From an optimization exercise on the open Yosys and OpenROAD flow, aimed at small area; shortcuts taken in it are not production practice. Where RTL was checked, it was by simulation tests only, not by an equivalence proof against the original.

## layer_top
module layer_top (
   input  logic             clk,
   input  logic             reset,
   input  logic             s_valid,
   input  logic             m_ready,
   input  layer_pkg::data_t data_in,
   output logic             s_ready,
   output logic             m_valid,
   output layer_pkg::data_t data_out
);
   logic                 vec_wr_en;
   layer_pkg::vec_addr_t pos;
   logic                 run0, en0, run1, en1;
   layer_pkg::row_t      row0, row1;
   logic                 out_sel;
   layer_pkg::data_t     acc0, acc1;
   logic [16/4-1:1] acc0_cy, acc1_cy;
   layer_sequencer u_sequencer (
      .clk       (clk),
      .reset     (reset),
      .s_valid   (s_valid),
      .m_ready   (m_ready),
      .s_ready   (s_ready),
      .m_valid   (m_valid),
      .vec_wr_en (vec_wr_en),
      .pos       (pos),
      .run0      (run0),
      .en0       (en0),
      .row0      (row0),
      .run1      (run1),
      .en1       (en1),
      .row1      (row1),
      .out_sel   (out_sel)
   );
   mac_array u_mac_array (
      .clk       (clk),
      .vec_wr_en (vec_wr_en),
      .data_in   (data_in),
      .pos       (pos),
      .run0      (run0),
      .en0       (en0),
      .row0      (row0),
      .run1      (run1),
      .en1       (en1),
      .row1      (row1),
      .acc0      (acc0),
      .acc0_cy   (acc0_cy),
      .acc1      (acc1),
      .acc1_cy   (acc1_cy)
   );
   result_buffer u_result_buffer (
      .out_sel  (out_sel),
      .acc0     (acc0),
      .acc0_cy  (acc0_cy),
      .acc1     (acc1),
      .acc1_cy  (acc1_cy),
      .data_out (data_out)
   );
endmodule
For scale: ~1300 cells after synthesis, about 38 I/O pins, roughly 13000 sq um of cells after synthesis.
Settings: LEC_CHECK=0, CAP_MARGIN=0, CORE_MARGIN=2, CORE_UTILIZATION=40, GPL_TIMING_DRIVEN=0, SLEW_MARGIN=0; clock period 7.0 ns.
run.sh (not shown) runs the stock make flow with config.mk's settings and CLKGATE_MAP_FILE= SYNTH_SCRIPT=/design/flow/synth_recipe.tcl, a recipe that flattens the netlist after the stock synthesis.
Then changed:
Settings changed: CAP_MARGIN 0 to 20, GPL_TIMING_DRIVEN 0 to default, SLEW_MARGIN 0 to 20.
Result: Cell count falls by 2.6%. Sequential cell count is unchanged. Non-clock buffer count drops by 48. Final area went down by 2.8%. Critical path depth drops by 1.
Then changed:
Settings changed: GPL_TIMING_DRIVEN from default to 0.
The new run went through all stages and came out clean; worst setup slack got worse by 0.064 ns; worst hold slack hardly moves; clock skew is about the same; non-clock buffer count rises by 47.
Then changed:
Settings changed: CAP_MARGIN 20 to 0, CTS_CLUSTER_DIAMETER from default to 100, CTS_CLUSTER_SIZE from default to 30, SLEW_MARGIN 20 to 0.
Outcome: Global-route usage barely changes; non-clock buffer count rises by 1; die area does not change.


run A:
Another version of the RTL of layer_top (not shown whole).
For scale: roughly 38 I/O pins.
==> flow/config.mk <==
export PLATFORM = sky130hd
export DESIGN_NAME = layer_top
export DESIGN_NICKNAME = layer_top
export VERILOG_FILES = /design/flow/design.v
export SDC_FILE = /design/flow/constraint.sdc
export NUM_CORES = 4
export LEC_CHECK = 0
export CAP_MARGIN = 20
export CORE_MARGIN = 2
export CORE_UTILIZATION = 40
export SLEW_MARGIN = 20
==> flow/constraint.sdc <==
create_clock -name core_clock -period 7.0 [get_ports {clk}]
set_input_delay 1.4000 -clock core_clock [delete_from_list [all_inputs] [get_ports {clk}]]
set_output_delay 1.4000 -clock core_clock [all_outputs]
set_load 0.01 [all_outputs]
standard.sh (not shown) runs the stock make flow with config.mk's settings and CLKGATE_MAP_FILE= SYNTH_SCRIPT=/design/flow/synth_recipe.tcl, a recipe that flattens the netlist after the stock synthesis.
==> flow/flow/run.sh <==
#!/bin/bash
# The standard synthesis, then its combinational logic mapped again by
# ABC with an area-oriented script (flow/abc_resyn.script): the standard
# synthesis's registers and adder cells stay exactly as they are, with their
# names. Then the standard layout of that netlist, with extra ORFS make
# variables from flow/make_vars (one per line).
# Logs: flow_synth.log and flow_make.log (make's output), flow_resyn.log
# (Yosys); each ORFS step also keeps its own log under orfs/logs.
set -euo pipefail
args=()
while IFS= read -r line; do
   [[ -z "$line" || "$line" == \#* ]] && continue
   args+=("$line")
done < flow/make_vars

bash standard.sh "${args[@]}" synth > flow_synth.log 2>&1

RES=orfs/results/$FLOW_PLATFORM/layer_top/base
LIB=$FLOW_HOME/platforms/$FLOW_PLATFORM/lib/sky130_fd_sc_hd__tt_025C_1v80.lib
YOSYS=$FLOW_HOME/../tools/install/yosys/bin/yosys
DONT_USE=$(grep -o 'sky130_fd_sc_hd__[a-z0-9_]*' $FLOW_HOME/platforms/$FLOW_PLATFORM/config.mk | sort -u | sed 's/^/-dont_use /' | tr '\n' ' ')
cp $RES/1_2_yosys.v 1_2_yosys_standard.v
cat > resyn.ys <<EOT
read_liberty -ignore_miss_func $LIB
read_verilog 1_2_yosys_standard.v
hierarchy -top $FLOW_TOP
blackbox sky130_fd_sc_hd__dfxtp_1 sky130_fd_sc_hd__edfxtp_1 sky130_fd_sc_hd__fa_1 sky130_fd_sc_hd__ha_1 sky130_fd_sc_hd__conb_1
tee -o resyn_stat_before.txt stat -liberty $LIB
flatten
opt -purge
abc -script $PWD/flow/abc_resyn.script -liberty $LIB $DONT_USE -constr $PWD/orfs/objects/$FLOW_PLATFORM/layer_top/base/abc.constr
splitnets
opt_clean -purge
hilomap -singleton -hicell sky130_fd_sc_hd__conb_1 HI -locell sky130_fd_sc_hd__conb_1 LO
insbuf -buf sky130_fd_sc_hd__buf_4 A X
tee -o resyn_stat_after.txt stat -liberty $LIB
write_verilog -noattr -nohex -nodec 1_2_yosys_resyn.v
EOT
$YOSYS -s resyn.ys > flow_resyn.log 2>&1
# The new netlist must be fully mapped and hold the same registers
cat > resyn_check.ys <<EOT
read_liberty -lib $LIB
read_verilog 1_2_yosys_resyn.v
hierarchy -check -top $FLOW_TOP
check -assert -mapped
EOT
$YOSYS -s resyn_check.ys > flow_resyn_check.log 2>&1
regs() { grep -oE 'sky130_fd_sc_hd__e?dfxtp_[0-9]+ +\\?[^ ]+' "$1" | sort; }
if ! diff <(regs 1_2_yosys_standard.v) <(regs 1_2_yosys_resyn.v) > flow_resyn_regs.diff; then
   echo "registers differ from the standard synthesis" >&2
   exit 1
fi
cp 1_2_yosys_resyn.v $RES/1_2_yosys.v
rm -f $RES/1_synth.odb
bash standard.sh "${args[@]}" finish > flow_make.log 2>&1
==> flow/flow/abc_resyn.script <==
strash
dch -f
amap
strash
dch -f
amap
topo
stime -c
==> flow/flow/make_vars <==
BUFFER_PORTS_ARGS=-buffer_cell sky130_fd_sc_hd__buf_1
GPL_KEEP_OVERFLOW=0
PLACE_DENSITY=0.8
CTS_ARGS=-sink_clustering_enable -repair_clock_nets -buf_list sky130_fd_sc_hd__clkbuf_8 -dont_use_dummy_load
Input changes introduced in run B (baseline for comparison: run A):
==> flow/flow/abc_resyn.script <==
strash
dch -f
amap
topo
stime -c
- The register clock-pin slew on the reported worst setup and hold paths on run A is in line with that on run B.
- Compared with run A, in run B total length of routed met2 wires -about 12%, met3 usage in global routing increased by 1.4 points relative to the old numbers, die area neither gained nor lost much.
Setup changes, run B to run C
==> flow/flow/make_vars <==
BUFFER_PORTS_ARGS=-buffer_cell sky130_fd_sc_hd__buf_1
GPL_KEEP_OVERFLOW=0
PLACE_DENSITY=0.85
CTS_ARGS=-sink_clustering_enable -repair_clock_nets -buf_list sky130_fd_sc_hd__clkbuf_8 -dont_use_dummy_load
In terms of routed wire length, run B and run C differ only marginally. Looking at met1 layer wirelength in the final routing, run C sits 5.8% below run B. The final reports for run C and run B show data-path buffer share of cell area in the final layout lower in the former. Largest stage delay on the critical path ends up lower on run B. For run B, the capturing instance or port of the critical path was u_mac_array.u_lane.acc[15]$_DFFE_PP_, unlike run C, where it was u_mac_array.u_lane.wa_q[5]$_DFF_P_. Run C against run B: overall global routing resource usage now sits at about the same level, final design utilization was more or less identical, setup slack after layout went down 64 ps, sequential share of layout area did not really move, total number of nets in the final design ~0 delta.
Function was not checked in any run of this note: the RTL went through the layout flow alone.


layer_top, a different RTL version from the one above (not shown whole).
Size in the first run: roughly 1300 cells after synthesis, about 12000 um^2 of cells after synthesis.
clock: 7.0 ns
lec_check: 0
cap_margin: 20
core_margin: 2
core_utilization: 40
slew_margin: 20
==> flow/flow/run.sh <==
#!/bin/bash
# The standard layout, with the port buffers made of the platform's
# smallest plain buffer instead of the delay buffer buffer_ports picks.
# Each ORFS step keeps its own log under orfs/logs; make's output goes to
# flow_make.log here.
set -euo pipefail
bash standard.sh "BUFFER_PORTS_ARGS=-buffer_cell sky130_fd_sc_hd__buf_1" finish > flow_make.log 2>&1
The baseline ran to the end with no violations.
Next try:
==> flow/run.sh (new file) <==
#!/bin/bash
# synth_recipe.tcl (not shown) runs the flow's synth.tcl, then flattens the netlist and writes it again
# the make line also repeats each setting of config.mk as NAME=value (left out here)
make -C /OpenROAD-flow-scripts/flow DESIGN_CONFIG=/design/flow/config.mk WORK_HOME=/design/flow/orfs CLKGATE_MAP_FILE= SYNTH_SCRIPT=/design/flow/synth_recipe.tcl finish
removed: flow/flow/run.sh
removed: flow/standard.sh
Effect:
- design area went up slightly
- maximum frequency is lower slightly
- synthesized cell count is unchanged
No run of this note included a check of the RTL's function; only the layout flow was run.


## lane 1
layer_top, a different RTL version from the one above (not shown whole).
For scale: about 1200 cells after synthesis, roughly 38 I/O pins, ~11000 um^2 of cells after synthesis.
export LEC_CHECK = 0
export CAP_MARGIN = 20
export CORE_MARGIN = 2
export CORE_UTILIZATION = 40
export SLEW_MARGIN = 20
create_clock -name core_clock -period 7.0 [get_ports {clk}]
==> flow/flow/run.sh <==
#!/bin/bash
# The standard synthesis, then its combinational logic mapped again by
# ABC with an area-oriented script (flow/abc_resyn.script): the standard
# synthesis's registers and adder cells stay exactly as they are, with their
# names. Then the standard layout of that netlist, with extra ORFS make
# variables from flow/make_vars (one per line).
# Logs: flow_synth.log and flow_make.log (make's output), flow_resyn.log
# (Yosys); each ORFS step also keeps its own log under orfs/logs.
set -euo pipefail
args=()
while IFS= read -r line; do
   [[ -z "$line" || "$line" == \#* ]] && continue
   args+=("$line")
done < flow/make_vars

bash standard.sh "${args[@]}" synth > flow_synth.log 2>&1

RES=orfs/results/$FLOW_PLATFORM/layer_top/base
LIB=$FLOW_HOME/platforms/$FLOW_PLATFORM/lib/sky130_fd_sc_hd__tt_025C_1v80.lib
YOSYS=$FLOW_HOME/../tools/install/yosys/bin/yosys
DONT_USE=$(grep -o 'sky130_fd_sc_hd__[a-z0-9_]*' $FLOW_HOME/platforms/$FLOW_PLATFORM/config.mk | sort -u | sed 's/^/-dont_use /' | tr '\n' ' ')
cp $RES/1_2_yosys.v 1_2_yosys_standard.v
cat > resyn.ys <<EOT
read_liberty -ignore_miss_func $LIB
read_verilog 1_2_yosys_standard.v
hierarchy -top $FLOW_TOP
blackbox sky130_fd_sc_hd__dfxtp_1 sky130_fd_sc_hd__edfxtp_1 sky130_fd_sc_hd__fa_1 sky130_fd_sc_hd__ha_1 sky130_fd_sc_hd__conb_1
tee -o resyn_stat_before.txt stat -liberty $LIB
flatten
opt -purge
abc -script $PWD/flow/abc_resyn.script -liberty $LIB $DONT_USE -constr $PWD/orfs/objects/$FLOW_PLATFORM/layer_top/base/abc.constr
splitnets
opt_clean -purge
hilomap -singleton -hicell sky130_fd_sc_hd__conb_1 HI -locell sky130_fd_sc_hd__conb_1 LO
insbuf -buf sky130_fd_sc_hd__buf_4 A X
tee -o resyn_stat_after.txt stat -liberty $LIB
write_verilog -noattr -nohex -nodec 1_2_yosys_resyn.v
EOT
$YOSYS -s resyn.ys > flow_resyn.log 2>&1
# The new netlist must be fully mapped and hold the same registers
cat > resyn_check.ys <<EOT
read_liberty -lib $LIB
read_verilog 1_2_yosys_resyn.v
hierarchy -check -top $FLOW_TOP
check -assert -mapped
EOT
$YOSYS -s resyn_check.ys > flow_resyn_check.log 2>&1
regs() { grep -oE 'sky130_fd_sc_hd__e?dfxtp_[0-9]+ +\\?[^ ]+' "$1" | sort; }
if ! diff <(regs 1_2_yosys_standard.v) <(regs 1_2_yosys_resyn.v) > flow_resyn_regs.diff; then
   echo "registers differ from the standard synthesis" >&2
   exit 1
fi
cp 1_2_yosys_resyn.v $RES/1_2_yosys.v
rm -f $RES/1_synth.odb
bash standard.sh "${args[@]}" finish > flow_make.log 2>&1
==> flow/flow/abc_resyn.script <==
strash
dch -f
amap
topo
stime -c
==> flow/flow/make_vars <==
BUFFER_PORTS_ARGS=-buffer_cell sky130_fd_sc_hd__buf_1
CTS_BUF_LIST=sky130_fd_sc_hd__clkbuf_8
GPL_KEEP_OVERFLOW=0
PLACE_DENSITY=0.8
Relative to lane 1, the following input files were edited for lane 2:
==> flow/flow/run.sh <==
#!/bin/bash
# The standard layout (standard.sh) with extra ORFS make variables, one
# per line in flow/make_vars. Each ORFS step keeps its own log under
# orfs/logs; make's own output goes to flow_make.log here.
set -euo pipefail
args=()
while IFS= read -r line; do
   [[ -z "$line" || "$line" == \#* ]] && continue
   args+=("$line")
done < flow/make_vars
bash standard.sh "${args[@]}" finish > flow_make.log 2>&1
--- a/flow/flow/make_vars
+++ b/flow/flow/make_vars
@@ -3,2 +3 @@
-GPL_KEEP_OVERFLOW=0
-PLACE_DENSITY=0.8
+GPL_TIMING_DRIVEN=0
removed: flow/flow/abc_resyn.script
[summary]
Lane 2 finished all stages; the layout is clean. Compared to lane 1, lane 2 has critical path depth 8 lower. When lane 2 is measured against lane 1, its sequential share of layout area turns out 1.6 points lower. The run showing the greater multi-input combinational gate total is lane 1. Looking at combined area of the multi-input logic cells, lane 2 sits above lane 1. Against lane 1 as the reference, lane 2 delivers a higher final-layout clock buffer total. Synthesized cell count sits higher in lane 2 than in lane 1. Going from lane 1 to lane 2, count of filler cells inserted in the layout grew by more than 10%. Between lane 1 and lane 2, placeable core region is higher for lane 2, lane 1 comes in under that.
Modified inputs, lane 3 compared to lane 2
--- a/flow/flow/make_vars
+++ b/flow/flow/make_vars
@@ -3 +3 @@
-GPL_TIMING_DRIVEN=0
+GPL_KEEP_OVERFLOW=0
### Flow results
Of the two values seen for worst setup path startpoint, u_mac_array.u_lane.wb_q[1] was produced by lane 2 and u_sequencer.out_idx[0] by lane 3. The count of cell instances traversed by the critical path in lane 3 is 1.10 times that in lane 2. Lane 3 closes out successfully: all stages finished, all timing, DRC and antenna checks passed.
### lane 3 -> lane 4
==> flow/flow/run.sh <==
#!/bin/bash
# The standard layout, with the port buffers made of the platform's
# smallest plain buffer instead of the delay buffer buffer_ports picks.
# Each ORFS step keeps its own log under orfs/logs; make's output goes to
# flow_make.log here.
set -euo pipefail
bash standard.sh "BUFFER_PORTS_ARGS=-buffer_cell sky130_fd_sc_hd__buf_1" finish > flow_make.log 2>&1
removed: flow/flow/make_vars
Findings:
- Max-capacitance violation count: lane 4 vs lane 3 — no meaningful difference
- The higher final critical-path share of the clock period of lane 3 and lane 4 is in lane 3.
- [compare] base=lane 3 new=lane 4: number of non-clock inverters in the layout stayed essentially flat; area of all placed cells without fillers rose by about 2.5%; routed wire length rose by 2.3%.
- Setup slack of the critical path after layout was lower in the run labelled lane 3.

==> static timing again, ports no longer ideal <==
How much do the figures lean on ideal ports? The routed layouts below were timed once more, with nothing changed but the port constraints.
Step 1, drivers: a clkbuf_16 drives clk and a buf_2 each remaining input, both assumed.
Step 2, shift: input delay + t, output delay - t, t = (earliest + latest rising clock arrival at the registers) / 2. This alone moves slack from input paths to output paths.
Slacks: ideal ports / drivers / drivers and shift; pairs: ideal ports / drivers.
run	shift t [ns]	slack for setup (ns)	worst setup path at the end	clock arrival spread, ns
the first run of note 1	0.478	0.272 / 0.272 / 0.272	register to register	0.024 / 0.024
the second run of note 1	0.497	0.278 / 0.278 / 0.278	register to register	0.022 / 0.022
the third run of note 1	0.489	0.214 / 0.214 / 0.214	register to register	0.025 / 0.025
the fourth run of note 1	0.478	0.272 / 0.272 / 0.272	register to register	0.024 / 0.024
run A	0.486	0.386 / 0.386 / 0.089	input to register	0.039 / 0.039
run B	0.488	0.337 / 0.337 / 0.072	input to register	0.051 / 0.051
run C	0.482	0.273 / 0.273 / 0.079	input to register	0.045 / 0.045
the first run of note 3	0.477	0.366 / 0.366 / 0.093	input to register	0.014 / 0.014
the second run of note 3	0.478	0.294 / 0.317 / -0.161	input to register	0.009 / 0.008
lane 1	0.494	0.281 / 0.281 / 0.281	register to register	0.017 / 0.018
lane 2	0.504	0.338 / 0.338 / 0.338	register to register	0.025 / 0.025
lane 3	0.519	0.504 / 0.504 / 0.504	register to register	0.029 / 0.030
lane 4	0.484	0.610 / 0.610 / 0.610	register to register	0.021 / 0.020
With both steps, setup timing fails in the second run of note 3, where it was met with ideal ports. For the second run of note 3, which loses most, drivers alone change the setup slack by +0.023 ns; drivers and shift together by -0.455 ns.
